This is an optimization exercise on Yosys and OpenROAD, whose aim is small area, not a production implementation.
In this exercise RTL edits were held to simulation tests only and were not proved equivalent to the original.
Power figures rest on the tool's default switching activity, not on a simulated workload.

File: flow/design.v
module snake_seg_match (
    input  logic [4:0] sx,
    input  logic [4:0] sy,
    input  logic [4:0] x,
    input  logic [4:0] y,
    output logic       eq
);
    assign eq = (sx == x) && (sy == y);
endmodule
module snake_body_engine #(
    parameter int GRID_W    = 40,
    parameter int GRID_H    = 30,
    parameter int XW        = 6,
    parameter int YW        = 5,
    parameter int MAX_LEN   = 64,
    parameter int INIT_LEN  = 3,
    parameter int WRAP_MODE = 0
) (
    input  logic                         clk,
    input  logic                         reset,
    input  logic                         start,
    input  logic                         tick,
    input  logic                         dir_valid,
    input  logic [1:0]                   dir_req,
    input  logic [XW-1:0]                food_x,
    input  logic [YW-1:0]                food_y,
    input  logic [XW-1:0]                query_x,
    input  logic [YW-1:0]                query_y,
    output logic [XW-1:0]                head_x,
    output logic [YW-1:0]                head_y,
    output logic [$clog2(MAX_LEN+1)-1:0] length,
    output logic                         ate,
    output logic                         game_over,
    output logic [1:0]                   over_cause,
    output logic                         query_hit,
    output logic                         query_head
);
    localparam int LW = $clog2(MAX_LEN + 1);
    localparam logic [1:0] DIR_UP     = 2'b00;
    localparam logic [1:0] DIR_DOWN   = 2'b01;
    localparam logic [1:0] DIR_LEFT   = 2'b10;
    localparam logic [1:0] DIR_RIGHT  = 2'b11;
    localparam logic [1:0] CAUSE_NONE = 2'd0;
    localparam logic [1:0] CAUSE_WALL = 2'd1;
    localparam logic [1:0] CAUSE_SELF = 2'd2;
    localparam logic [1:0] ST_IDLE    = 2'd0;
    localparam logic [1:0] ST_RUN     = 2'd1;
    localparam logic [1:0] ST_OVER    = 2'd2;
    logic [1:0]    state_r;
    logic [XW-1:0] hx_r;
    logic [YW-1:0] hy_r;
    logic [4:0]    s1x_r, s1y_r, s2x_r, s2y_r;
    logic [MAX_LEN-1:3][4:0] tx_r;
    logic [MAX_LEN-1:3][4:0] ty_r;
    logic [MAX_LEN-1:0][4:0] sx_r;
    logic [MAX_LEN-1:0][4:0] sy_r;
    assign sx_r = {tx_r, s2x_r, s1x_r, 5'd0};
    assign sy_r = {ty_r, s2y_r, s1y_r, 5'd0};
    logic [LW-1:0] len_r;
    logic [1:0]    heading_r;
    logic [1:0]    pending_r;
    logic          pending_valid_r;
    logic          ate_r, game_over_r, query_hit_r, query_head_r;
    logic [1:0]    cause_r;
    logic [1:0]    eff_dir_s, ref_dir_s;
    logic [XW-1:0] nx_s;
    logic [YW-1:0] ny_s;
    logic          wall_s, eat_s, self_s, step_s, move_s, restart_s, dir_accept_s;
    logic          q_hit_s, q_head_s;
    assign step_s    = tick && (state_r == ST_RUN);
    assign restart_s = start && (state_r != ST_RUN);
    assign eff_dir_s = pending_valid_r ? pending_r : heading_r;
    assign ref_dir_s = step_s ? eff_dir_s : heading_r;
    assign dir_accept_s = dir_valid && (dir_req != {ref_dir_s[1], ~ref_dir_s[0]});
    assign eat_s     = (nx_s == food_x) && (ny_s == food_y);
    assign move_s    = step_s && !wall_s && !self_s;
    always_comb begin
        nx_s   = hx_r;
        ny_s   = hy_r;
        wall_s = 1'b0;
        case (eff_dir_s)
            DIR_UP: begin
                ny_s   = hy_r - 5'd1;
                wall_s = (hy_r == 5'd0);
            end
            DIR_DOWN: begin
                ny_s   = hy_r + 5'd1;
                wall_s = (hy_r == 5'(GRID_H - 1));
            end
            DIR_LEFT: begin
                nx_s   = hx_r - 6'd1;
                wall_s = (hx_r == 6'd0);
            end
            default: begin
                nx_s   = hx_r + 6'd1;
                wall_s = (hx_r == 6'(GRID_W - 1));
            end
        endcase
    end
    logic [MAX_LEN-1:0] live_s;       
    logic [MAX_LEN-1:0] body_s;       
    logic [MAX_LEN-1:0] tail_s;       
    always_comb begin
        for (int k = 0; k < MAX_LEN; k++) begin
            live_s[k] = (LW'(k) < len_r);
            body_s[k] = (LW'(k + 1) < len_r);
            tail_s[k] = (LW'(k + 1) == len_r);
        end
    end
    logic [MAX_LEN-1:0] ceq_s;
    logic col_body_s, col_tail_s;
    genvar g;
    generate
        for (g = 0; g < MAX_LEN; g++) begin : g_col
            if ((g % 2 == 1) && (g >= 3)) begin : g_odd
                localparam int XB = (g + 1 < 8) ? 2 : (g + 1 < 16) ? 3 : (g + 1 < 32) ? 4 : 5;
                localparam int YB = (g + 1 < 8) ? 2 : (g + 1 < 16) ? 3 : 4;
                assign ceq_s[g] = (sx_r[g][XB-1:0] == nx_s[XB:1]) &&
                                  (sy_r[g][YB:0] == ny_s[YB:0]);
            end else begin : g_even
                assign ceq_s[g] = 1'b0;
            end
        end
    endgenerate
    assign col_body_s = |(ceq_s & body_s);
    assign col_tail_s = |(ceq_s & tail_s);
    assign self_s     = col_body_s || (eat_s && col_tail_s);
    logic [MAX_LEN-1:0] qeq_s;
    logic q_par_s, q_even_s, q_odd_s;
    generate
        for (g = 1; g < MAX_LEN; g++) begin : g_q
            snake_seg_match u_m (
                .sx(sx_r[g]), .sy(sy_r[g]), .x(query_x[5:1]), .y(query_y), .eq(qeq_s[g])
            );
        end
    endgenerate
    assign qeq_s[0] = 1'b0;
    assign q_par_s  = query_x[0] ^ query_y[0] ^ hx_r[0] ^ hy_r[0];
    always_comb begin
        q_even_s = 1'b0;
        q_odd_s  = 1'b0;
        for (int k = 0; k < MAX_LEN; k++) begin
            if (k % 2 == 0) q_even_s = q_even_s | (qeq_s[k] & live_s[k]);
            else            q_odd_s  = q_odd_s  | (qeq_s[k] & live_s[k]);
        end
    end
    assign q_head_s = (query_x == hx_r) && (query_y == hy_r);
    assign q_hit_s  = q_head_s || (q_par_s ? q_odd_s : q_even_s);
    always_ff @(posedge clk or negedge reset) begin
        if (!reset) begin
            state_r <= ST_IDLE;
        end else begin
            case (state_r)
                ST_IDLE: state_r <= start ? ST_RUN : ST_IDLE;
                ST_RUN:  state_r <= (step_s && (wall_s || self_s)) ? ST_OVER : ST_RUN;
                ST_OVER: state_r <= start ? ST_RUN : ST_OVER;
                default: state_r <= ST_IDLE;
            endcase
        end
    end
    always_ff @(posedge clk or negedge reset) begin
        if (!reset) begin
            hx_r            <= 6'(GRID_W / 2);
            hy_r            <= 5'(GRID_H / 2);
            s1x_r           <= 5'((GRID_W / 2 - 1) >> 1);
            s1y_r           <= 5'(GRID_H / 2);
            s2x_r           <= 5'((GRID_W / 2 - 2) >> 1);
            s2y_r           <= 5'(GRID_H / 2);
            len_r           <= LW'(INIT_LEN);
            heading_r       <= DIR_RIGHT;
            pending_r       <= DIR_RIGHT;
            pending_valid_r <= 1'b0;
            ate_r           <= 1'b0;
            game_over_r     <= 1'b0;
            cause_r         <= CAUSE_NONE;
        end else if (restart_s) begin
            hx_r            <= 6'(GRID_W / 2);
            hy_r            <= 5'(GRID_H / 2);
            s1x_r           <= 5'((GRID_W / 2 - 1) >> 1);
            s1y_r           <= 5'(GRID_H / 2);
            s2x_r           <= 5'((GRID_W / 2 - 2) >> 1);
            s2y_r           <= 5'(GRID_H / 2);
            len_r           <= LW'(INIT_LEN);
            heading_r       <= DIR_RIGHT;
            pending_r       <= DIR_RIGHT;
            pending_valid_r <= 1'b0;
            ate_r           <= 1'b0;
            game_over_r     <= 1'b0;
            cause_r         <= CAUSE_NONE;
        end else begin
            ate_r <= 1'b0;
            if (step_s) begin
                heading_r       <= eff_dir_s;
                pending_valid_r <= 1'b0;
            end
            if (dir_accept_s) begin
                pending_r       <= dir_req;
                pending_valid_r <= 1'b1;
            end
            if (step_s && (wall_s || self_s)) begin
                game_over_r <= 1'b1;
                cause_r     <= wall_s ? CAUSE_WALL : CAUSE_SELF;
            end
            if (move_s) begin
                hx_r    <= nx_s;
                hy_r    <= ny_s;
                s1x_r   <= hx_r[5:1];
                s1y_r   <= hy_r;
                s2x_r   <= s1x_r;
                s2y_r   <= s1y_r;
                ate_r   <= eat_s;
                if (eat_s && (len_r != LW'(MAX_LEN))) begin
                    len_r <= len_r + LW'(1);
                end
            end
        end
    end
    always_ff @(posedge clk) begin
        if (move_s) begin
            for (int k = 3; k < MAX_LEN; k++) begin
                tx_r[k] <= sx_r[k-1];
                ty_r[k] <= sy_r[k-1];
            end
        end
    end
    always_ff @(posedge clk or negedge reset) begin
        if (!reset) begin
            query_hit_r  <= 1'b0;
            query_head_r <= 1'b0;
        end else begin
            query_hit_r  <= q_hit_s;
            query_head_r <= q_head_s;
        end
    end
    assign head_x     = hx_r;
    assign head_y     = hy_r;
    assign length     = len_r;
    assign ate        = ate_r;
    assign game_over  = game_over_r;
    assign over_cause = cause_r;
    assign query_hit  = query_hit_r;
    assign query_head = query_head_r;
endmodule
File: flow/run.sh
#!/bin/bash
# synth_recipe.tcl (not shown) runs the flow's synth.tcl, then flattens the netlist and writes it again
# the make line also repeats each setting of config.mk as NAME=value (left out here)
make -C /OpenROAD-flow-scripts/flow DESIGN_CONFIG=/design/flow/config.mk WORK_HOME=/design/flow/orfs CLKGATE_MAP_FILE= SYNTH_SCRIPT=/design/flow/synth_recipe.tcl finish
File: flow/config.mk
export PLATFORM = sky130hd
export DESIGN_NAME = snake_body_engine
export DESIGN_NICKNAME = snake_body_engine
export VERILOG_FILES = /design/flow/design.v
export SDC_FILE = /design/flow/constraint.sdc
export NUM_CORES = 4
export LEC_CHECK = 0
export CAP_MARGIN = 20
export CORE_MARGIN = 2
export CORE_UTILIZATION = 40
export CTS_BUF_LIST = sky130_fd_sc_hd__clkbuf_16
export CTS_CLUSTER_DIAMETER = 100
export CTS_CLUSTER_SIZE = 30
export SLEW_MARGIN = 20
File: flow/constraint.sdc
create_clock -name core_clock -period 7.0 [get_ports {clk}]
set_input_delay 1.4000 -clock core_clock [delete_from_list [all_inputs] [get_ports {clk}]]
set_output_delay 1.4000 -clock core_clock [all_outputs]
set_load 0.01 [all_outputs]
==> metrics.md, run 1 <==
| Metric | Value |
|---|---|
| Gates resized, CTS repair | 0 |
| Initial Util | 0.405 |
| Avg Cell Area, Syn | 12.7 um^2 |
| Worst Path Required | 7.29 ns |
| Vias in the first global route | 23700 |
| Worst slew pin tran | 1.12 ns |
| First-pass iteration count of the detailed router | 5 |
| Initial antenna violation count | 1 |
| Critical path type | reg2reg |
| H-tree depth | 1 |
| Pwr Total | 0.0206 W |
| RSZ-0062 raised after global routing | false |
| DRT Wirelength | 127000 um |
| Synth Warn # | 1 |
| Pint | 0.0113 W |
| Cell variety after synth | 92 |
| Hold slack | 0.439 ns |
| Clk_skew | 0.0517 ns |
| Iteration-0 DRC count of the detailed router | 3619 |
| Die H | 301 um |
| Startpoint Class | register |
| CTS tree | built |
| Placer Congestion | 1.07 |
| Num ports | 53 |
| Crit. End Element | register |
| Final min period | 6.57 ns |
| Area growth syn-to-layout | 9.10% |
| Met3 Use GR | 0.0440 |
| Final period utilization | 0.939 |
| Mux cell area share after synthesis | 0.0160 |
| Synth Area in XOR/XNOR | 0.236 |
| Hold Vio Cnt, Final | 0 |
| Layout cells sized above 1 | 0.0892 |
| Die width | 301 um |
| Total nets after synthesis | 2802 |
| GRT busiest layer | met2 |
| Nets | 2817 |
| Fillers | 7858 |
| Largest family of logic cells by synthesized area | XOR/XNOR gates |
| Largest net degree at the start of global routing | 131 |
| Net Sw Frac | 0.449 |
| GRT Overall Usage | 0.277 |
| CORE AREA | 86900 um^2 |
| Pwr/cell area | 537 nW/um^2 |
| Register share of total power | 0.429 |
| Post-Synthesis Cells | 2761 |
| Top FF cell, synth | edfxtp_1 |
| HP Class | reg2reg |
| Status | complete, no violations |
| Max transition margin | 0.234 |
| Setup bufs post-CTS | 0 |
| First-pass GRT wire length | 180000 um |
| Sequential fraction of the synthesis area | 0.558 |
| Asr flop ratio synth | 0.0772 |
| FP Rows | 108 |
| HPWL after DPL | 91600 um |
| Post-Route Utilization | 0.442 |
| CP arrival | 6.86 ns |
| CTS Buffer Depth | 3 |
| Clock power share | 0.109 |
| Clock transition at the registers of the reported paths | 0.11 ns |
| CTS Buf Count | 31 |
| Complex-gate fraction of the synthesized area | 0.0594 |
| Vias | 24400 |
| NetSw | 0.00925 W |
| Met1 usage | 0.390 |
| CTS root buffer | clkbuf_16 |
| Mapped cell area | 35200 um^2 |
| Post-synth EDFFs | 610 |
| Vias per cell | 6.18 |
| Leading cell types in the layout, fill and taps excluded | edfxtp_1, xnor2_1, xor2_1 |
| Residual DRC | 0 |
| Clk sinks | 661 |
| Diodes inserted | 0 |
| I/O Buffers | 52 |
| Comb pwr share | 0.462 |
| CP Max Fanout | 61 |
| Antenna-violating nets left | 0 |
| VDD IR max | 0.441 mV |
| Clock latency (worst-skew pair) | 0.67 ns |
| Setup TNS | 0 ns |
| Grt ovf | 0 |
| Die area | 90300 um^2 |
| Area share of and/or/nand/nor cells after synthesis | 0.103 |
| Max Cap Viol | 0 |
| Adder-Cell Fraction of Synth Area | 0.00470 |
| Fmax | 152 MHz |
| # hold bufs at CTS | 0 |
| Wire per inst | 32.1 um |
| Final setup viols | 0 |
| Lkg Pwr | 12.3 nW |
| FF+latch count, synth | 661 |
| Most common cell after layout, fill and taps aside | edfxtp_1 |
| Final Max Tran Viols | 0 |
| GR Util met2 | 0.425 |
==> kinds of logic (layout without fill, tap and decap cells) <==
kind of cell,Yosys count,count (layout)
compound gates,288,288
buf+inv,183,213
flops,661,661
simple gates,637,637
xor+xnor,936,936
fa+ha+maj,12,12
mux,44,44
==> final timing paths <==
| kind | start | endpoint | slack (ns) | cells after the start |
|---|---|---|---|---|
| max | pending_valid_r$_DFFE_PN0P_ | ty_r[278]$_DFFE_PP_ | 0.43 | 18 |
| min | tx_r[159]$_DFFE_PP_ | tx_r[164]$_DFFE_PP_ | 0.44 | 0 |
| max reg2reg | pending_valid_r$_DFFE_PN0P_ | ty_r[278]$_DFFE_PP_ | 0.43 | 18 |
| min reg2reg | tx_r[159]$_DFFE_PP_ | tx_r[164]$_DFFE_PP_ | 0.44 | 0 |
| max in group asynchronous | reset | query_head_r$_DFF_PN0_ | 5.69 | 2 |
| min in group asynchronous | reset | s2x_r[4]$_DFFE_PN0P_ | 0.84 | 2 |
==> sequential cells by signal, indices dropped and copies added (netlist names), 5 cells and up <==
| register | flops |
|---|---|
| tx_r | 305 |
| ty_r | 305 |
| len_r | 7 |
| hx_r | 6 |
| hy_r | 5 |
| s1x_r | 5 |
| s1y_r | 5 |
| s2x_r | 5 |
| s2y_r | 5 |
==> cell type report <==
| type | instances | area (um^2) | share of cell area |
|---|---|---|---|
| Sequential cell | 661 | 19600 | 0.511 |
| Multi-Input combinational cell | 1917 | 14900 | 0.388 |
| Tap cell | 1155 | 1450 | 0.0377 |
| Timing Repair Buffer | 148 | 1320 | 0.0345 |
| Clock buffer | 31 | 776 | 0.0202 |
| Clock inverter | 17 | 225 | 0.00587 |
| Inverter | 17 | 72.6 | 0.00189 |
==> Yosys cell counts (6+ instances only) <==
library cell / count / area, um^2
o22ai_1: 7 / 43.8
dfrtp_1: 27 / 676
o31ai_1: 11 / 82.6
o21ai_0: 45 / 225
a22oi_1: 9 / 67.6
ha_1: 10 / 125
a21oi_1: 46 / 230
nor4_1: 108 / 676
nand4_1: 116 / 726
inv_1: 16 / 60.1
or2_2: 6 / 37.5
nand2_1: 87 / 327
a211o_1: 6 / 52.6
edfxtp_1: 610 / 18300
buf_1: 30 / 113
o2111ai_1: 15 / 131
a2111oi_0: 23 / 201
mux2i_1: 29 / 290
mux4_2: 8 / 180
a32oi_1: 6 / 52.6
a31oi_1: 21 / 131
nand3_1: 59 / 295
nor3_1: 59 / 295
buf_4: 19 / 143
xnor2_1: 524 / 4590
nor4_2: 6 / 75.1
nor2_1: 72 / 270
and2_1: 20 / 125
nand2b_1: 17 / 106
xor2_1: 404 / 3540
and3_1: 12 / 75.1
o211ai_1: 9 / 67.6
buf_2: 25 / 125
a211oi_1: 18 / 135
nor2b_1: 14 / 87.6
nor3_2: 12 / 120
or4_1: 14 / 105
clkbuf_1: 88 / 330
dfstp_2: 24 / 631
or3_1: 9 / 56.3
==> power by group through the flow <==
| stage | clock, W | sequential [W] | combinational, W |
|---|---|---|---|
| 6_report | 0.00224 | 0.00884 | 0.00952 |
| 5_1_grt | 0.00239 | 0.00897 | 0.0101 |
| 4_1_cts | 0.00227 | 0.00879 | 0.00935 |
| 3_5_place_dp | 0 | 0.00886 | 0.00930 |
| 3_3_place_gp | 0 | 0.00884 | 0.00921 |
| 2_1_floorplan | 0 | 0.00751 | 0.00627 |
==> through the flow <==
step                setup slack (ns)  cell area [um^2]  std cells
floorplan                      -6.60             35400       2761
global placement               0.663             37400       3898
detailed placement             0.565             37400       3898
CTS                            0.530             38400       3946
global route                   0.207             38400       3946
finish                         0.429             38400       3946
==> layer usage <==
layer | wire [um] | vias up
li1 | - | 10100
met1 | 51800 | 12400
met2 | 56200 | 1481
met3 | 12300 | 307
met4 | 6540 | 4
met5 | 26 | -
==> worst max-delay path, stage by stage (launching register included) <==
cell        delay (ns)
dfrtp_1           0.57
mux2_4            0.44
nand2_1           0.20
inv_1             0.12
fa_2              0.40
nand2b_1          0.16
o2bb2ai_1         0.17
mux2_2            0.49
buf_4             0.28
xnor3_1           0.25
nand3_1           0.13
nor4_1            0.11
or4b_1            0.54
or4_4             0.59
nor4_4            0.44
nand2_4           0.09
clkinvlp_4        0.10
buf_12            0.32
buf_4             0.69
==> run 2, diff against run 1 <==
--- a/flow/design.v
+++ b/flow/design.v
@@ -114,8 +114,7 @@
         for (g = 0; g < MAX_LEN; g++) begin : g_col
             if ((g % 2 == 1) && (g >= 3)) begin : g_odd
-                localparam int XB = (g + 1 < 8) ? 2 : (g + 1 < 16) ? 3 : (g + 1 < 32) ? 4 : 5;
-                localparam int YB = (g + 1 < 8) ? 2 : (g + 1 < 16) ? 3 : 4;
-                assign ceq_s[g] = (sx_r[g][XB-1:0] == nx_s[XB:1]) &&
-                                  (sy_r[g][YB:0] == ny_s[YB:0]);
+                snake_seg_match u_m (
+                    .sx(sx_r[g]), .sy(sy_r[g]), .x(nx_s[5:1]), .y(ny_s), .eq(ceq_s[g])
+                );
             end else begin : g_even
                 assign ceq_s[g] = 1'b0;
--- a/flow/config.mk
+++ b/flow/config.mk
@@ -9,6 +9,4 @@
 export CORE_MARGIN = 2
 export CORE_UTILIZATION = 40
-export CTS_BUF_LIST = sky130_fd_sc_hd__clkbuf_16
-export CTS_CLUSTER_DIAMETER = 100
-export CTS_CLUSTER_SIZE = 30
+export SETUP_SLACK_MARGIN = 0.4
 export SLEW_MARGIN = 20
==> metrics.md, run 2 <==
| Metric | Value |
|---|---|
| CP Cell Sequence | mux2i_4 > nand2_8 > inv_8 > ha_1 > and3_1 > a22o_1 > buf_4 > nor4_2 > o21ai_0 > o211ai_1 > nor4_1 > nor4_1 > nand4_1 > nor4_4 > nand2_2 > nor2_4 > buf_12 > buf_12 |
| Initial Util | 0.404 |
| Clk_skew | 0.0288 ns |
| Vias | 27100 |
| Most instantiated cells after synthesis | edfxtp_1, xnor2_1, xor2_1 |
| Worst Path Required | 7.31 ns |
| Fmax | 160 MHz |
| HPWL after DPL | 105000 um |
| Synth top area cells | edfxtp_1, xnor2_1, xor2_1 |
| Final min period | 6.27 ns |
| Crit-path slowest cell | nor4_2 |
| Antenna-violating nets left | 0 |
| Clk sinks | 661 |
| NetSw | 0.0101 W |
| Top FF cell, synth | edfxtp_1 |
| Share of the synthesized area in the top cell type | 0.502 |
| CP Max Fanout | 64 |
| Initial antenna violation count | 4 |
| Post-Synthesis Cells | 3017 |
| Mapped cell area | 36500 um^2 |
| FF+latch count, synth | 661 |
| Adder-Cell Fraction of Synth Area | 0.00452 |
| # hold bufs at CTS | 0 |
| Leading cell types in the layout, fill and taps excluded | edfxtp_1, xnor2_1, xor2_1 |
| Setup TNS | 0 ns |
| Die H | 306 um |
| Wire per inst | 33.7 um |
| Iteration-0 DRC count of the detailed router | 3589 |
| Count leader, synth | edfxtp_1 |
| Worst slew pin tran | 1.17 ns |
| Startpoint Class | register |
| Critical path type | reg2reg |
| Register share of total power | 0.344 |
| RSZ-0062 raised after global routing | false |
| CTS tree | built |
| First-pass GRT wire length | 204000 um |
| Synth Warn # | 1 |
| Max Cap Viol | 0 |
| Largest regs | tx_r x305, ty_r x305, len_r x7 |
| Final Max Tran Viols | 0 |
| Area growth syn-to-layout | 13.6% |
| I/O Buffers | 52 |
| Pwr/cell area | 542 nW/um^2 |
| Largest net degree at the start of global routing | 65 |
| Synth Area in XOR/XNOR | 0.238 |
| Net Sw Frac | 0.450 |
| H-tree depth | 3 |
| Comb pwr share | 0.486 |
| GRT Overall Usage | 0.307 |
| DRT Wirelength | 145000 um |
| Design area | 41500 um^2 |
| CTS root buffer | clkbuf_16 |
| Critical Path Max Stage Delay | 0.69 ns |
| Area share of and/or/nand/nor cells after synthesis | 0.106 |
| Largest family of logic cells by synthesized area | XOR/XNOR gates |
| Vias in the first global route | 26700 |
| Placer Congestion | 1.01 |
| Num ports | 53 |
| Nets | 3128 |
| Final setup viols | 0 |
| Complex-gate fraction of the synthesized area | 0.0785 |
| Layout Cells excl Fill | 4320 |
| Asr flop ratio synth | 0.0772 |
| Clock transition at the registers of the reported paths | 0.06 ns |
| Die area | 93700 um^2 |
| First-pass iteration count of the detailed router | 6 |
| CTS Buffer Depth | 3 |
| Placed Cells incl. Taps | 4189 |
| Lkg Pwr | 13.0 nW |
| Die width | 306 um |
| Crit. End Element | register |
| FP Rows | 110 |
| Clock power share | 0.171 |
| Layout cells sized above 1 | 0.107 |
| Yosys top cell by area | edfxtp_1 |
| Most common cell after layout, fill and taps aside | edfxtp_1 |
| Vias per cell | 6.27 |
| Residual DRC | 0 |
| Total nets after synthesis | 3058 |
| Final period utilization | 0.895 |
| Pwr Total | 0.0225 W |
| DP Area | 39100 um^2 |
| Hold Vio Cnt, Final | 0 |
| Mux cell area share after synthesis | 0.00874 |
| CP arrival | 6.58 ns |
| CORE AREA | 90300 um^2 |
| Clock latency (worst-skew pair) | 0.67 ns |
| CTS Buf Count | 72 |
| Sequential fraction of the synthesis area | 0.538 |
| Max transition margin | 0.215 |
| Post-synth EDFFs | 610 |
| Pint | 0.0124 W |
| HP Class | reg2reg |
| Cell variety after synth | 87 |
| Status | complete, no violations |
| Grt ovf | 0 |
| VDD IR max | 0.404 mV |
| Avg Cell Area, Syn | 12.1 um^2 |
run 2: final timing paths:
path                                        startpoint                  end  slack [ns]  depth (start not counted)
max                        pending_valid_r$_DFFE_PN0P_  tx_r[219]$_DFFE_PP_        0.73                         18
min                                tx_r[107]$_DFFE_PP_  tx_r[112]$_DFFE_PP_        0.47                          0
max reg2reg                pending_valid_r$_DFFE_PN0P_  tx_r[219]$_DFFE_PP_        0.73                         18
min reg2reg                        tx_r[107]$_DFFE_PP_  tx_r[112]$_DFFE_PP_        0.47                          0
max in group asynchronous                        reset  hx_r[5]$_DFFE_PN0P_        5.63                          2
min in group asynchronous                        reset      ate_r$_DFF_PN0_        0.85                          2
run 2: repair_timing:
| item | 4_1_cts | 5_1_grt |
|---|---|---|
| endpoints found under the setup margin | 0 | 517 |
| setup buffers | 0 | 0 |
| gates resized for setup | 0 | 3 |
run 2: routing by layer:
metal  vias up  routed length, um  track usage
met5         -                 26            0
met4         4               6360        0.126
met3       326              13700       0.0594
met2      1598              65000        0.476
met1     13800              60300        0.423
li1      11300                  -            -
run 2: critical path, delay by kind of cell (launching register included):
family / cells / cell delay (ns)
simple gates: 9 / 2.73
buf+inv: 4 / 0.96
compound gates: 3 / 0.83
flops: 1 / 0.60
mux: 1 / 0.38
fa+ha+maj: 1 / 0.31
run 2: logic make-up after synthesis:
family,after synthesis
xor gates and xnor gates,968
and+or+nand+nor,707
AOI/OAI and AO/OA,420
adders and majority gates,12
muxes,25
DFF,661
buffers and inverters,224
run 2: final cells by class:
| type | count | area, um^2 |
|---|---|---|
| diodes | 2 | 5.00 |
| clock buffers | 90 | 1870 |
| clock inverters | 39 | 475 |
| fillers | 8116 | 48800 |
| inverters | 29 | 118 |
| multi-input cells | 2132 | 16100 |
| flip-flops and latches | 661 | 19600 |
| well taps | 1176 | 1470 |
| repair buffers | 191 | 1770 |
run 2: metrics by stage:
step | worst slack, ns | hold slack, ns | util
floorplan | -6.53 | 0.424 | -
global placement | 0.526 | 0.451 | 0.433
detailed placement | 0.537 | 0.455 | 0.433
CTS | 0.508 | 0.461 | 0.459
global route | 0.444 | 0.465 | 0.459
finish | 0.734 | 0.466 | 0.459
run 2: power by group through the flow:
stage,clock network (W),logic [W],registers [W]
detailed placement,0,0.0106,0.00775
global placement,0,0.0104,0.00773
global route,0.00404,0.0114,0.00784
finish,0.00384,0.0109,0.00773
CTS,0.00389,0.0106,0.00771
floorplan,0,0.00698,0.00743
==> run 3, diff against run 2 <==
--- a/flow/design.v
+++ b/flow/design.v
@@ -114,7 +114,8 @@
         for (g = 0; g < MAX_LEN; g++) begin : g_col
             if ((g % 2 == 1) && (g >= 3)) begin : g_odd
-                snake_seg_match u_m (
-                    .sx(sx_r[g]), .sy(sy_r[g]), .x(nx_s[5:1]), .y(ny_s), .eq(ceq_s[g])
-                );
+                localparam int XB = (g + 1 < 8) ? 2 : (g + 1 < 16) ? 3 : (g + 1 < 32) ? 4 : 5;
+                localparam int YB = (g + 1 < 8) ? 2 : (g + 1 < 16) ? 3 : 4;
+                assign ceq_s[g] = (sx_r[g][XB-1:0] == nx_s[XB:1]) &&
+                                  (sy_r[g][YB:0] == ny_s[YB:0]);
             end else begin : g_even
                 assign ceq_s[g] = 1'b0;
==> flow/flow/run.sh (new file) <==
#!/bin/bash
# The standard layout (standard.sh), with three changes:
#  - port buffers use the smallest buffer cell,
#  - clock tree synthesis adds no dummy loads,
#  - after global routing, non-critical gates are downsized (RECOVER_POWER).
set -euo pipefail
export BUFFER_PORTS_ARGS="-buffer_cell sky130_fd_sc_hd__buf_1"
export CTS_ARGS="-sink_clustering_enable -repair_clock_nets -dont_use_dummy_load -buf_list sky130_fd_sc_hd__clkbuf_16 -sink_clustering_size 30 -sink_clustering_max_diameter 100"
export RECOVER_POWER=100
bash standard.sh > standard_flow.log 2>&1
==> flow/standard.sh (new file) <==
#!/bin/bash
# synth_recipe.tcl (not shown) runs the flow's synth.tcl, then flattens the netlist and writes it again
# the make line also repeats each setting of config.mk as NAME=value (left out here)
make -C /OpenROAD-flow-scripts/flow DESIGN_CONFIG=/design/flow/config.mk WORK_HOME=/design/flow/orfs CLKGATE_MAP_FILE= SYNTH_SCRIPT=/design/flow/synth_recipe.tcl "${@:-finish}"
--- a/flow/config.mk
+++ b/flow/config.mk
@@ -9,4 +9,6 @@
 export CORE_MARGIN = 2
 export CORE_UTILIZATION = 40
-export SETUP_SLACK_MARGIN = 0.4
+export CTS_BUF_LIST = sky130_fd_sc_hd__clkbuf_16
+export CTS_CLUSTER_DIAMETER = 100
+export CTS_CLUSTER_SIZE = 30
 export SLEW_MARGIN = 20
removed: flow/run.sh
==> metrics.md, run 3 <==
| Metric | Value |
|---|---|
| Status | finished with violations |
| SO Viols | capacitance limit, slew limit |
| Post-synth EDFFs | 610 |
| Crit path capture | tx_r[11]$_DFFE_PP_ |
| DRT Wirelength | 130000 um |
| Area growth syn-to-layout | 7.25% |
| Design area | 37700 um^2 |
| Adder-Cell Fraction of Synth Area | 0.00470 |
| Vias per cell | 6.20 |
| Reg2Reg Depth | 18 |
| Nets | 2811 |
| Grt ovf | 0 |
| HPWL after DPL | 93600 um |
| Asr flop ratio synth | 0.0772 |
| First-pass iteration count of the detailed router | 5 |
| Initial antenna violation count | 6 |
| Initial Util | 0.405 |
| Num ports | 53 |
| FP Rows | 108 |
| Synth top area cells | edfxtp_1, xnor2_1, xor2_1 |
| Final setup viols | 0 |
| Crit. End Element | register |
| Sequential fraction of the synthesis area | 0.558 |
| First-pass GRT wire length | 182000 um |
| Comb pwr share | 0.472 |
| Placer Congestion | 1.02 |
| CORE AREA | 86900 um^2 |
| Largest regs | tx_r x305, ty_r x305, len_r x7 |
| CP arrival | 7.03 ns |
| Wire per inst | 33.1 um |
| Clk sinks | 661 |
| Synth Area in XOR/XNOR | 0.236 |
| Layout cells sized above 1 | 0.0701 |
| Met1 usage | 0.394 |
| Clock latency (worst-skew pair) | 0.66 ns |
| CTS Buf Count | 28 |
| RSZ-0062 raised after global routing | false |
| GRT Overall Usage | 0.282 |
| Residual DRC | 0 |
| Pint | 0.0111 W |
| Mapped cell area | 35200 um^2 |
| Top FF cell, synth | edfxtp_1 |
| Leading cell types in the layout, fill and taps excluded | edfxtp_1, xnor2_1, xor2_1 |
| CP Max Fanout | 135 |
| Max transition margin | -0.940 |
| Vias | 24300 |
| Antenna-violating nets left | 0 |
| Register share of total power | 0.434 |
| Max Cap Viol | 5 |
| Iteration-0 DRC count of the detailed router | 3242 |
| NetSw | 0.00920 W |
| CTS root buffer | clkbuf_16 |
| Worst reg2reg endpoint | tx_r[11]$_DFFE_PP_ |
| Reg2Reg Setup Slack | 0.21 ns |
| FF+latch count, synth | 661 |
| Cell variety after synth | 92 |
| Worst Path Required | 7.24 ns |
| Pwr/cell area | 539 nW/um^2 |
| Hold Startpoint | tx_r[128]$_DFFE_PP_ |
| Clock power share | 0.094 |
| GR Util met2 | 0.440 |
| Clk_skew | 0.0679 ns |
| H-tree depth | 1 |
| Startpoint Class | register |
| Most instantiated cells after synthesis | edfxtp_1, xnor2_1, xor2_1 |
| CTS Buffer Depth | 3 |
| Net Sw Frac | 0.452 |
| Worst slew pin tran | 2.91 ns |
| Lkg Pwr | 11.9 nW |
| Setup TNS | 0 ns |
| VDD IR max | 0.361 mV |
| Clock transition at the registers of the reported paths | 0.12 ns |
| Count leader, synth | edfxtp_1 |
| HP Class | reg2reg |
| Final period utilization | 0.970 |
| # hold bufs at CTS | 0 |
| Final Max Tran Viols | 133 |
| Largest net degree at the start of global routing | 148 |
| Die area | 90300 um^2 |
| Setup bufs post-CTS | 0 |
| Worst Setup SP | pending_valid_r$_DFFE_PN0P_ |
| Most common cell after layout, fill and taps aside | edfxtp_1 |
| Die width | 301 um |
| CTS tree | built |
| Critical path type | reg2reg |
| Avg Cell Area, Syn | 12.7 um^2 |
| Crit Reg-Reg Startpoint | pending_valid_r$_DFFE_PN0P_ |
| Mux cell area share after synthesis | 0.0160 |
| Hold Vio Cnt, Final | 0 |
| Pwr Total | 0.0203 W |
| Area share of and/or/nand/nor cells after synthesis | 0.103 |
| Met3 Use GR | 0.0465 |
| Complex-gate fraction of the synthesized area | 0.0594 |
| Total nets after synthesis | 2802 |
| Fmax | 147 MHz |
| DP Area | 37100 um^2 |
| GRT busiest layer | met2 |
| Post-Synthesis Cells | 2761 |
| Share of the synthesized area in the top cell type | 0.521 |
| Final min period | 6.79 ns |
| Gates resized, CTS repair | 0 |
| Vias in the first global route | 23400 |
| I/O Buffers | 52 |
| Synth Warn # | 1 |
| Die H | 301 um |
| Yosys top cell by area | edfxtp_1 |
| Largest family of logic cells by synthesized area | XOR/XNOR gates |
run 3: cells by family after synthesis:
group	count (synthesis)
xor+xnor	936
fa+ha+maj	12
compound gates	288
buf+inv	183
simple gates	637
mux	44
flops	661
run 3: worst min path at each step:
stage,endpoint,slack (ns),depth (start not counted)
after floorplan,tx_r[100]$_DFFE_PP_,0.45,0
after global placement,ty_r[223]$_DFFE_PP_,0.45,0
after detailed placement,ty_r[162]$_DFFE_PP_,0.45,0
after CTS,tx_r[133]$_DFFE_PP_,0.43,0
after global routing,tx_r[133]$_DFFE_PP_,0.43,0
final,tx_r[133]$_DFFE_PP_,0.43,0
run 3: metrics by stage:
stage	util	setup WS, ns	std cells	hold slack, ns
detailed placement	0.427	0.648	3895	0.455
CTS	0.435	0.567	3923	0.429
global route	0.434	0.0945	3923	0.425
floorplan	-	-6.60	2761	0.447
finish	0.434	0.208	3925	0.432
global placement	0.427	0.711	3895	0.450
run 3: layout make-up:
class	count	area, um^2
clock buffers	28	701
flip-flops and latches	661	19600
multi-input cells	1917	14800
well taps	1155	1450
repair buffers	145	1040
diodes	2	5.00
inverters	17	70.1
fillers	7955	49200
run 3: worst max-delay path, stage by stage, from the launching register on:
cell	delay (ns)
dfrtp_1	0.57
mux2i_1	0.40
nand2_4	0.15
inv_6	0.15
ha_1	0.29
a21o_1	0.22
a211o_1	0.44
a31oi_4	0.73
clkbuf_1	0.55
xor2_1	0.19
nand2_1	0.08
a2111oi_0	0.95
a222oi_1	0.26
nand4_1	0.32
a221oi_4	0.14
nand2_4	0.11
clkinvlp_2	0.16
buf_12	0.21
buf_12	0.26
run 3: power groups by stage:
| stage | combinational (W) | clock [W] | sequential, W |
|---|---|---|---|
| after CTS | 0.00947 | 0.00194 | 0.00878 |
| after global placement | 0.00932 | 0 | 0.00884 |
| final | 0.00961 | 0.00192 | 0.00882 |
| after floorplan | 0.00627 | 0 | 0.00751 |
| after global routing | 0.0101 | 0.00206 | 0.00895 |
| after detailed placement | 0.00942 | 0 | 0.00885 |
run 3: metal layers:
metal / part of all wire / vias up
met5: 0.00012 / -
met4: 0.046 / 2
met3: 0.091 / 304
met2: 0.45 / 1461
met1: 0.41 / 12500
li1: - / 10100
==> run 4, diff against run 3 <==
==> flow/flow/run.sh (replaced) <==
#!/bin/bash
# The standard layout (standard.sh), with two changes:
#  - port buffers use the smallest buffer cell,
#  - clock tree synthesis adds no dummy loads.
set -euo pipefail
export BUFFER_PORTS_ARGS="-buffer_cell sky130_fd_sc_hd__buf_1"
export CTS_ARGS="-sink_clustering_enable -repair_clock_nets -dont_use_dummy_load -buf_list sky130_fd_sc_hd__clkbuf_16 -sink_clustering_size 25 -sink_clustering_max_diameter 80"
bash standard.sh > standard_flow.log 2>&1
--- a/flow/config.mk
+++ b/flow/config.mk
@@ -8,7 +8,8 @@
 export CAP_MARGIN = 20
 export CORE_MARGIN = 2
-export CORE_UTILIZATION = 40
+export CORE_UTILIZATION = 60.0
 export CTS_BUF_LIST = sky130_fd_sc_hd__clkbuf_16
-export CTS_CLUSTER_DIAMETER = 100
-export CTS_CLUSTER_SIZE = 30
+export CTS_CLUSTER_DIAMETER = 80
+export CTS_CLUSTER_SIZE = 25
+export PLACE_DENSITY = 0.7
 export SLEW_MARGIN = 20
==> metrics.md, run 4 <==
| Metric | Value |
|---|---|
| Status | complete, no violations |
| Pint | 0.0113 W |
| Crit-path slowest cell | mux2i_4 |
| Adder-Cell Fraction of Synth Area | 0.00470 |
| Top FF cell, synth | edfxtp_1 |
| CTS Buffer Depth | 3 |
| Pwr/cell area | 547 nW/um^2 |
| Worst slew pin tran | 1.23 ns |
| Final setup viols | 0 |
| CP Max Fanout | 79 |
| Pwr Total | 0.0205 W |
| CTS tree | built |
| Avg Cell Area, Syn | 12.7 um^2 |
| First-pass iteration count of the detailed router | 5 |
| Mux cell area share after synthesis | 0.0160 |
| Synth Warn # | 1 |
| GRT Overall Usage | 0.407 |
| Die area | 60600 um^2 |
| Vias in the first global route | 23500 |
| Final min period | 6.64 ns |
| First-pass GRT wire length | 173000 um |
| Startpoint Class | register |
| Vias per cell | 6.91 |
| Largest net degree at the start of global routing | 152 |
| Lkg Pwr | 12.0 nW |
| CTS root buffer | clkbuf_16 |
| Place WS | 0.569 ns |
| Post-Synthesis Cells | 2761 |
| Clk sinks | 661 |
| Placed Cells incl. Taps | 3489 |
| Initial antenna violation count | 4 |
| Cell variety after synth | 92 |
| CORE AREA | 57800 um^2 |
| Crit. End Element | register |
| VDD IR max | 0.442 mV |
| CP arrival | 6.83 ns |
| Worst Path Required | 7.20 ns |
| Mapped cell area | 35200 um^2 |
| Num ports | 53 |
| Yosys top cell by area | edfxtp_1 |
| Max transition margin | 0.176 |
| Area share of and/or/nand/nor cells after synthesis | 0.103 |
| Synth top area cells | edfxtp_1, xnor2_1, xor2_1 |
| NetSw | 0.00918 W |
| Share of the synthesized area in the top cell type | 0.521 |
| I/O Buffers | 52 |
| Setup bufs post-CTS | 0 |
| Comb pwr share | 0.468 |
| FP Rows | 88 |
| Critical Path Max Stage Delay | 0.82 ns |
| Layout Cells excl Fill | 3526 |
| Clock transition at the registers of the reported paths | 0.11 ns |
| Setup WS post-layout | 0.363 ns |
| Fmax | 151 MHz |
| Register share of total power | 0.427 |
| Synth Area in XOR/XNOR | 0.236 |
| H-tree depth | 2 |
| Iteration-0 DRC count of the detailed router | 3581 |
| FF+latch count, synth | 661 |
| Clock power share | 0.105 |
| Crit-path leading delay family | compound AO/OA/AOI/OAI gates |
| Sequential fraction of the synthesis area | 0.558 |
| Net Sw Frac | 0.448 |
| Grt ovf | 0 |
| Count leader, synth | edfxtp_1 |
| HP Class | reg2reg |
| Total nets after synthesis | 2802 |
| Post-synth EDFFs | 610 |
| RSZ-0062 raised after global routing | false |
| CP Buf/Inv Count | 4 |
| Final period utilization | 0.948 |
| Largest regs | tx_r x305, ty_r x305, len_r x7 |
| Leading cell types in the layout, fill and taps excluded | edfxtp_1, xnor2_1, xor2_1 |
| Area growth syn-to-layout | 6.45% |
| Most common cell after layout, fill and taps aside | edfxtp_1 |
| # hold bufs at CTS | 0 |
| Die H | 246 um |
| Critical path type | reg2reg |
| Complex-gate fraction of the synthesized area | 0.0594 |
| Layout cells sized above 1 | 0.0804 |
| Antenna-violating nets left | 0 |
| HPWL after DPL | 87000 um |
| Setup TNS | 0 ns |
| Final Max Tran Viols | 0 |
| CTS Buf Count | 36 |
| Max Cap Viol | 0 |
| Wire per inst | 34.8 um |
| Vias | 24400 |
| Nets | 2803 |
| Initial Util | 0.608 |
| Asr flop ratio synth | 0.0772 |
| Residual DRC | 0 |
| Clock latency (worst-skew pair) | 0.61 ns |
| DRT Wirelength | 123000 um |
| Hold slack | 0.458 ns |
| Placer Congestion | 1.01 |
| Most used cell, CP | buf_12 |
| CP Cell Sequence | mux2_4 > nand2_1 > inv_1 > fa_2 > xnor2_1 > mux2i_4 > a2111oi_0 > a22oi_1 > o21ai_0 > o41ai_1 > or4b_1 > a221oi_4 > nand2_4 > clkinvlp_4 > buf_12 > buf_12 |
| Gates resized, CTS repair | 0 |
| Die width | 246 um |
| Hold Vio Cnt, Final | 0 |
| Clk_skew | 0.0824 ns |
| Largest family of logic cells by synthesized area | XOR/XNOR gates |
| Most instantiated cells after synthesis | edfxtp_1, xnor2_1, xor2_1 |
run 4: kinds of logic (layout without fill, tap and decap cells):
group / Yosys count / count (layout)
xor+xnor: 936 / 936
flops: 661 / 661
simple gates: 637 / 637
compound gates: 288 / 288
buf+inv: 183 / 182
mux: 44 / 44
fa+ha+maj: 12 / 12
other cells: 0 / 1
run 4: layout make-up:
type / count / area (um^2)
diodes: 1 / 2.50
clock buffers: 36 / 901
fillers: 4376 / 20400
inverters: 17 / 72.6
multi-input cells: 1917 / 14900
flip-flops and latches: 661 / 19600
well taps: 765 / 957
repair buffers: 129 / 972
run 4: power by group through the flow:
stage	sequential (W)	clock, W	combinational, W
after global routing	0.00886	0.00227	0.0101
final	0.00875	0.00215	0.00960
after global placement	0.00873	0	0.00913
after floorplan	0.00751	0	0.00627
after CTS	0.00869	0.00215	0.00933
after detailed placement	0.00875	0	0.00927
run 4: metal layers:
| metal | vias up | wire length [um] | GRT usage |
|---|---|---|---|
| li1 | 10100 | - | - |
| met4 | 8 | 6070 | 0.172 |
| met5 | - | 56 | 0 |
| met3 | 333 | 14900 | 0.0866 |
| met2 | 1694 | 55700 | 0.629 |
| met1 | 12200 | 46100 | 0.562 |
run 4: worst paths after layout:
kind | from | endpoint | slack, ns | depth (start not counted)
min in group asynchronous | reset | ate_r$_DFF_PN0_ | 0.94 | 2
max reg2reg | pending_valid_r$_DFFE_PN0P_ | ty_r[133]$_DFFE_PP_ | 0.36 | 16
min reg2reg | tx_r[256]$_DFFE_PP_ | tx_r[261]$_DFFE_PP_ | 0.46 | 0
max | pending_valid_r$_DFFE_PN0P_ | ty_r[133]$_DFFE_PP_ | 0.36 | 16
min | tx_r[256]$_DFFE_PP_ | tx_r[261]$_DFFE_PP_ | 0.46 | 0
max in group asynchronous | reset | len_r[4]$_DFFE_PN0P_ | 5.55 | 2
run 4: worst reg2reg max path, delay by kind of cell (launching register included):
kind,cells,cell delay [ns]
AOI/OAI and AO/OA,5,1.90
muxes,2,1.25
buffers and inverters,4,0.97
and+or+nand+nor,3,0.94
DFF,1,0.57
adders and majority gates,1,0.41
xor gates and xnor gates,1,0.16
run 4: through the flow:
stage | instance area, um^2 | util
after floorplan | 35400 | -
after global placement | 36500 | 0.632
after detailed placement | 36500 | 0.632
after CTS | 37400 | 0.647
after global routing | 37400 | 0.648
final | 37400 | 0.648
==> run 5, diff against run 4 <==
--- a/flow/design.v
+++ b/flow/design.v
@@ -123,7 +123,7 @@
         end
     endgenerate
-    assign col_body_s = |(ceq_s & body_s);
-    assign col_tail_s = |(ceq_s & tail_s);
-    assign self_s     = col_body_s || (eat_s && col_tail_s);
+    assign col_body_s = 1'b0;
+    assign col_tail_s = 1'b0;
+    assign self_s     = |(ceq_s & (body_s | ({MAX_LEN{eat_s}} & tail_s)));
     logic [MAX_LEN-1:0] qeq_s;
     logic q_par_s, q_even_s, q_odd_s;
==> metrics.md, run 5 <==
| Metric | Value |
|---|---|
| Layout cells sized above 1 | 0.0742 |
| RSZ-0062 raised after global routing | false |
| Leading cell types in the layout, fill and taps excluded | edfxtp_1, xnor2_1, xor2_1 |
| Die H | 242 um |
| Setup bufs post-CTS | 0 |
| Top FF cell, synth | edfxtp_1 |
| Clock latency (worst-skew pair) | 0.59 ns |
| Initial Util | 0.604 |
| CTS Buffer Depth | 3 |
| Largest regs | tx_r x305, ty_r x305, len_r x7 |
| Vias | 22600 |
| CTS tree | built |
| Synth top area cells | edfxtp_1, xnor2_1, xor2_1 |
| CP Buf/Inv Count | 4 |
| Worst slew pin tran | 1.22 ns |
| VDD IR max | 0.276 mV |
| Die width | 242 um |
| FF/Latch Area | 19600 um^2 |
| Hold Vio Cnt, Final | 0 |
| Asr flop ratio synth | 0.0772 |
| Total nets after synthesis | 2655 |
| First-pass iteration count of the detailed router | 8 |
| Nets | 2671 |
| Count leader, synth | edfxtp_1 |
| GRT busiest layer | met2 |
| NetSw | 0.00724 W |
| Comb pwr share | 0.453 |
| Gates resized, CTS repair | 0 |
| CP Max Fanout | 104 |
| Sequential fraction of the synthesis area | 0.578 |
| Clock transition at the registers of the reported paths | 0.10 ns |
| Status | complete, no violations |
| Largest net degree at the start of global routing | 105 |
| Avg Cell Area, Syn | 13.0 um^2 |
| Max transition margin | 0.179 |
| Clk_skew | 0.0543 ns |
| Grt ovf | 0 |
| Crit-path leading delay family | simple AND/OR/NAND/NOR gates |
| Setup WS post-layout | 0.511 ns |
| Lkg Pwr | 11.1 nW |
| Crit Reg-Reg Startpoint | pending_valid_r$_DFFE_PN0P_ |
| Reg2Reg Depth | 17 |
| H-tree depth | 2 |
| Crit. End Element | register |
| Final setup viols | 0 |
| Setup TNS | 0 ns |
| Iteration-0 DRC count of the detailed router | 3054 |
| Post-Synthesis Cells | 2614 |
| Pwr/cell area | 469 nW/um^2 |
| Vias in the first global route | 22200 |
| Vias per cell | 6.67 |
| Worst reg2reg endpoint | ty_r[235]$_DFFE_PP_ |
| HPWL after DPL | 77400 um |
| CORE AREA | 56200 um^2 |
| FP Rows | 87 |
| Num ports | 53 |
| Hold Startpoint | tx_r[29]$_DFFE_PP_ |
| Clk sinks | 661 |
| Hold slack | 0.441 ns |
| Area growth syn-to-layout | 6.79% |
| Crit-path slowest cell | or4_4 |
| Synth Warn # | 1 |
| Die area | 58500 um^2 |
| Most instantiated cells after synthesis | edfxtp_1, xnor2_1, xor2_1 |
| Mapped cell area | 33900 um^2 |
| Max Cap Viol | 0 |
| Area occupied by multi-input gates | 13700 um^2 |
| Cell variety after synth | 83 |
| CP arrival | 6.69 ns |
| Residual DRC | 0 |
| Reg2Reg Setup Slack | 0.51 ns |
| Net Sw Frac | 0.426 |
| Pint | 0.00975 W |
| Register share of total power | 0.422 |
| Yosys top cell by area | edfxtp_1 |
| Fmax | 154 MHz |
| DRT Wirelength | 109000 um |
| HP Class | reg2reg |
| I/O Buffers | 52 |
| Startpoint Class | register |
| Fillers | 4217 |
| Wire per inst | 32.2 um |
| Critical Path Max Stage Delay | 0.82 ns |
| Post-synth EDFFs | 610 |
| GR Util met2 | 0.580 |
| Place WS | 0.707 ns |
| Met1 usage | 0.505 |
| Worst hold path cell count | 0 |
| GRT Overall Usage | 0.371 |
| CTS Buf Count | 36 |
| # hold bufs at CTS | 0 |
| Final period utilization | 0.927 |
| Antenna-violating nets left | 0 |
| Critical path type | reg2reg |
| Final Max Tran Viols | 0 |
| Initial antenna violation count | 1 |
| Most common cell after layout, fill and taps aside | edfxtp_1 |
| Met3 Use GR | 0.0890 |
| CP Cell Sequence | mux2_2 > nor2_1 > ha_1 > a211o_1 > a21oi_1 > a22oi_2 > buf_4 > nor2_1 > a211oi_2 > buf_4 > and2_1 > a2111oi_2 > o2111ai_1 > or4_4 > nor2_4 > buf_12 > buf_12 |
| Min-Delay Endpoint | tx_r[34]$_DFFE_PP_ |
| First-pass GRT wire length | 157000 um |
| Placer Congestion | 1.02 |
| Share of the synthesized area in the top cell type | 0.540 |
| Clock power share | 0.125 |
| CTS root buffer | clkbuf_16 |
| Worst Path Required | 7.20 ns |
| FF+latch count, synth | 661 |
| Final min period | 6.49 ns |
## run 5: changes by cell type in the layout (fill, tap and decap cells not counted), sizes merged, moves of 9 or more
cell	previous run	this run
o21ai	46	57
nand2	89	70
and2	20	7
a21oi	48	64
or4	15	6
xor2	405	417
nand2b	17	6
mux2i	31	18
nor3	71	49
## run 5: area by class of cell
type	count	area share
Sequential cell	661	0.541
Multi-Input combinational cell	1788	0.377
Timing Repair Buffer	127	0.0285
Tap cell	756	0.0261
Clock buffer	36	0.0249
Inverter	16	0.00166
Antenna cell	1	0.0000690
## run 5: worst max path at each step
stage                     endpoint                         from  cells after the start
6_report       ty_r[235]$_DFFE_PP_  pending_valid_r$_DFFE_PN0P_                     17
5_1_grt        tx_r[238]$_DFFE_PP_  pending_valid_r$_DFFE_PN0P_                     17
4_1_cts        tx_r[237]$_DFFE_PP_  pending_valid_r$_DFFE_PN0P_                     17
3_3_place_gp   tx_r[230]$_DFFE_PP_  pending_valid_r$_DFFE_PN0P_                     17
2_1_floorplan    tx_r[0]$_DFFE_PP_  pending_valid_r$_DFFE_PN0P_                     18
3_5_place_dp   tx_r[231]$_DFFE_PP_  pending_valid_r$_DFFE_PN0P_                     17
## run 5: logic make-up (layout without fill, tap and decap cells)
kind of cell,after synthesis,in the layout,share of synthesized area
compound gates,274,274,0.0548
xor+xnor,946,946,0.245
fa+ha+maj,12,12,0.00487
buf+inv,165,179,0.0219
flops,661,661,0.578
mux,23,23,0.00804
other cells,0,1,0
simple gates,533,533,0.0878
## run 5: power by group through the flow
stage | sequential (W) | clock, W | combinational [W]
floorplan | 0.00682 | 0 | 0.00535
global placement | 0.00717 | 0 | 0.00731
detailed placement | 0.00722 | 0 | 0.00745
CTS | 0.00714 | 0.00215 | 0.00748
global route | 0.00726 | 0.00227 | 0.00813
finish | 0.00717 | 0.00212 | 0.00770
## run 5: worst reg2reg max path, stage by stage, from the launching register on
cell,delay (ns)
dfrtp_1,0.50
mux2_2,0.48
nor2_1,0.47
ha_1,0.40
a211o_1,0.36
a21oi_1,0.21
a22oi_2,0.10
buf_4,0.24
nor2_1,0.15
a211oi_2,0.06
buf_4,0.20
and2_1,0.36
a2111oi_2,0.50
o2111ai_1,0.27
or4_4,0.82
nor2_4,0.27
buf_12,0.22
buf_12,0.42
## run 5: per-stage QoR
step	utilization	std cells	area [um^2]	total power, W
detailed placement	0.629	3348	35300	0.0147
global placement	0.629	3348	35300	0.0145
global route	0.645	3384	36200	0.0177
floorplan	-	2614	34000	0.0122
CTS	0.645	3384	36200	0.0168
finish	0.645	3385	36200	0.0170
## run 5: routing by layer
layer,share of wire,up-vias
met5,0.00012,-
met4,0.043,2
met3,0.11,268
met2,0.46,1418
met1,0.39,11400
li1,-,9495
==> run 6, diff against run 5 <==
--- a/flow/design.v
+++ b/flow/design.v
@@ -123,7 +123,7 @@
         end
     endgenerate
-    assign col_body_s = 1'b0;
-    assign col_tail_s = 1'b0;
-    assign self_s     = |(ceq_s & (body_s | ({MAX_LEN{eat_s}} & tail_s)));
+    assign col_body_s = |(ceq_s & body_s);
+    assign col_tail_s = |(ceq_s & tail_s);
+    assign self_s     = col_body_s || (eat_s && col_tail_s);
     logic [MAX_LEN-1:0] qeq_s;
     logic q_par_s, q_even_s, q_odd_s;
==> flow/flow/run.sh (replaced) <==
#!/bin/bash
# The standard layout (standard.sh), with two changes:
#  - port buffers use the smallest buffer cell,
#  - clock tree synthesis adds no dummy loads.
set -euo pipefail
export BUFFER_PORTS_ARGS="-buffer_cell sky130_fd_sc_hd__buf_1"
export CTS_ARGS="-sink_clustering_enable -repair_clock_nets -dont_use_dummy_load -buf_list sky130_fd_sc_hd__clkbuf_8 -sink_clustering_size 16 -sink_clustering_max_diameter 60"
bash standard.sh > standard_flow.log 2>&1
--- a/flow/config.mk
+++ b/flow/config.mk
@@ -8,8 +8,7 @@
 export CAP_MARGIN = 20
 export CORE_MARGIN = 2
-export CORE_UTILIZATION = 60.0
-export CTS_BUF_LIST = sky130_fd_sc_hd__clkbuf_16
-export CTS_CLUSTER_DIAMETER = 80
-export CTS_CLUSTER_SIZE = 25
-export PLACE_DENSITY = 0.7
+export CORE_UTILIZATION = 40
+export CTS_BUF_LIST = sky130_fd_sc_hd__clkbuf_8
+export CTS_CLUSTER_DIAMETER = 60
+export CTS_CLUSTER_SIZE = 16
 export SLEW_MARGIN = 20
==> metrics.md, run 6 <==
| Metric | Value |
|---|---|
| Status | complete, no violations |
| Residual DRC | 0 |
| Most instantiated cells after synthesis | edfxtp_1, xnor2_1, xor2_1 |
| Design area | 37900 um^2 |
| Avg Cell Area, Syn | 12.7 um^2 |
| Register share of total power | 0.432 |
| Placer Congestion | 1.02 |
| Vias | 24400 |
| Net Sw Frac | 0.453 |
| Critical Path Max Stage Delay | 0.64 ns |
| Total nets after synthesis | 2802 |
| Most used cell, CP | buf_12 |
| Initial Util | 0.405 |
| Largest regs | tx_r x305, ty_r x305, len_r x7 |
| Vias per cell | 6.18 |
| Crit. End Element | register |
| CP Max Fanout | 147 |
| Post-synth EDFFs | 610 |
| Final setup viols | 0 |
| HP Class | reg2reg |
| Antenna-violating nets left | 0 |
| Wire per inst | 33.0 um |
| Comb pwr share | 0.472 |
| Hold Vio Cnt, Final | 0 |
| Worst Path Required | 7.28 ns |
| DRT Wirelength | 130000 um |
| Clk sinks | 661 |
| Leading cell types in the layout, fill and taps excluded | edfxtp_1, xnor2_1, xor2_1 |
| CTS tree | built |
| NetSw | 0.00927 W |
| I/O Buffers | 52 |
| Die area | 90300 um^2 |
| Placed Cells incl. Taps | 3895 |
| CTS Buf Count | 57 |
| Asr flop ratio synth | 0.0772 |
| Critical path type | reg2reg |
| CORE AREA | 86900 um^2 |
| CP Cell Sequence | mux2_4 > nand2_1 > inv_1 > fa_2 > xnor2_1 > mux2i_4 > a2111oi_0 > buf_4 > a22oi_1 > o21ai_0 > o41ai_1 > or4b_1 > a221oi_4 > nand2_4 > clkinvlp_4 > buf_12 > buf_12 |
| Post-Synthesis Cells | 2761 |
| HPWL after DPL | 93600 um |
| Yosys top cell by area | edfxtp_1 |
| Area growth syn-to-layout | 7.85% |
| Pwr/cell area | 540 nW/um^2 |
| Clk_skew | 0.0868 ns |
| Crit. path cell count | 17 |
| Layout Cells excl Fill | 3953 |
| Nets | 2840 |
| Largest net degree at the start of global routing | 148 |
| Fmax | 150 MHz |
| Crit-path slowest cell | or4b_1 |
| Die width | 301 um |
| Grt ovf | 0 |
| Synth top area cells | edfxtp_1, xnor2_1, xor2_1 |
| Cell variety after synth | 92 |
| RSZ-0062 raised after global routing | false |
| Clock transition at the registers of the reported paths | 0.11 ns |
| Vias in the first global route | 23700 |
| Max transition margin | 0.110 |
| Die H | 301 um |
| Max Cap Viol | 0 |
| Top FF cell, synth | edfxtp_1 |
| Synth Warn # | 1 |
| FP Rows | 108 |
| CP arrival | 6.94 ns |
| CTS Buffer Depth | 3 |
| Setup bufs post-CTS | 0 |
| CP Buf/Inv Count | 5 |
| Gates resized, CTS repair | 0 |
| Most common cell after layout, fill and taps aside | edfxtp_1 |
| Worst hold path cell count | 0 |
| Clock latency (worst-skew pair) | 0.74 ns |
| Final period utilization | 0.952 |
| Startpoint Class | register |
| Num ports | 53 |
| Sequential fraction of the synthesis area | 0.558 |
| Initial antenna violation count | 8 |
| CTS root buffer | clkbuf_8 |
| Mapped cell area | 35200 um^2 |
| # hold bufs at CTS | 0 |
| GRT Overall Usage | 0.285 |
| Clock power share | 0.097 |
| Final Max Tran Viols | 0 |
| Lkg Pwr | 12.1 nW |
| Layout cells sized above 1 | 0.0922 |
| Worst slew pin tran | 1.32 ns |
| H-tree depth | 2 |
| Iteration-0 DRC count of the detailed router | 3245 |
| VDD IR max | 0.357 mV |
| Share of the synthesized area in the top cell type | 0.521 |
| Crit-path leading delay family | compound AO/OA/AOI/OAI gates |
| Fillers | 7943 |
| First-pass iteration count of the detailed router | 6 |
| Count leader, synth | edfxtp_1 |
| Reg2Reg Depth | 17 |
| DP Area | 37100 um^2 |
| Final min period | 6.66 ns |
| First-pass GRT wire length | 183000 um |
| FF+latch count, synth | 661 |
| Pint | 0.0112 W |
[run 6: metrics by stage]
step / TNS (ns) / hold WS [ns] / setup slack (ns) / total power [W] / util
finish: 0 / 0.413 / 0.339 / 0.0205 / 0.436
floorplan: -4028.53 / 0.447 / -6.60 / 0.0138 / -
global route: 0 / 0.428 / 0.155 / 0.0213 / 0.436
detailed placement: 0 / 0.455 / 0.648 / 0.0183 / 0.427
CTS: 0 / 0.412 / 0.521 / 0.0203 / 0.436
global placement: 0 / 0.450 / 0.711 / 0.0182 / 0.427
[run 6: cell families (layout without fill, tap and decap cells)]
family / after synthesis / after routing / share of synthesized area
other: 0 / 1 / 0
adders and majority gates: 12 / 12 / 0.00470
DFF: 661 / 661 / 0.558
and+or+nand+nor: 637 / 637 / 0.103
xor gates and xnor gates: 936 / 936 / 0.236
muxes: 44 / 44 / 0.0160
AOI/OAI and AO/OA: 288 / 288 / 0.0594
buffers and inverters: 183 / 219 / 0.0233
[run 6: final cells by class]
type | count | area [um^2] | area share
diodes | 1 | 2.50 | 0.0000660
clock buffers | 57 | 785 | 0.0207
well taps | 1155 | 1450 | 0.0381
flip-flops and latches | 661 | 19600 | 0.517
repair buffers | 145 | 1090 | 0.0289
multi-input cells | 1917 | 14900 | 0.393
inverters | 17 | 72.6 | 0.00191
[run 6: worst paths after layout]
kind                                             start               endpoint  slack [ns]
setup / recovery           pending_valid_r$_DFFE_PN0P_    tx_r[246]$_DFFE_PP_        0.34
hold / removal                      tx_r[56]$_DFFE_PP_     tx_r[61]$_DFFE_PP_        0.41
setup reg to reg           pending_valid_r$_DFFE_PN0P_    tx_r[246]$_DFFE_PP_        0.34
hold reg to reg                     tx_r[56]$_DFFE_PP_     tx_r[61]$_DFFE_PP_        0.41
max in group asynchronous                        reset  query_hit_r$_DFF_PN0_        5.70
min in group asynchronous                        reset   s2x_r[4]$_DFFE_PN0P_        0.78
[run 6: worst reg2reg max path: cells and delay by family, from the launching register on]
family                     cells  cell delay (ns)
buffers and inverters          5             1.29
AOI/OAI and AO/OA              5             1.77
and+or+nand+nor                3             0.97
muxes                          2             0.89
adders and majority gates      1             0.41
DFF                            1             0.57
xor gates and xnor gates       1             0.20
[run 6: power groups by stage]
| stage | registers [W] | logic, W | clock network (W) |
|---|---|---|---|
| 2_1_floorplan | 0.00751 | 0.00627 | 0 |
| 3_3_place_gp | 0.00884 | 0.00932 | 0 |
| 3_5_place_dp | 0.00885 | 0.00942 | 0 |
| 4_1_cts | 0.00878 | 0.00946 | 0.00202 |
| 5_1_grt | 0.00895 | 0.0102 | 0.00215 |
| 6_report | 0.00883 | 0.00965 | 0.00198 |
[run 6: per-layer routing]
| layer | GRT usage | wire length, um | vias up |
|---|---|---|---|
| li1 | - | - | 10200 |
| met1 | 0.398 | 53500 | 12500 |
| met2 | 0.441 | 59000 | 1484 |
| met3 | 0.0454 | 11700 | 306 |
| met4 | 0.120 | 6130 | 6 |
| met5 | 0 | 43 | - |

## re-timing with driven ports
The results above use ideal ports. As a check the final layouts listed here were re-extracted and re-timed, cells and wires unchanged. Step 1: set_driving_cell puts a clkbuf_16 on clk and a buf_2 on each other input, an assumption about the parent block. Step 2 adds t to the input delays and takes it off the output delays; t is the mean of the earliest and latest rising clock arrival at the registers after step 1. Input paths then give back, and output paths get back, about the clock's delay inside the block. Slacks: ideal ports / drivers / drivers and shift; pairs: ideal ports / drivers.
run	t (ns)	setup WS [ns]	worst setup path after step 2
run 1	0.716	0.429 / 0.429 / 0.429	register to register
run 2	0.724	0.734 / 0.734 / 0.734	register to register
run 3	0.693	0.208 / 0.208 / 0.208	register to register
run 4	0.635	0.363 / 0.363 / 0.363	register to register
run 5	0.634	0.511 / 0.511 / 0.511	register to register
run 6	0.751	0.339 / 0.339 / 0.339	register to register
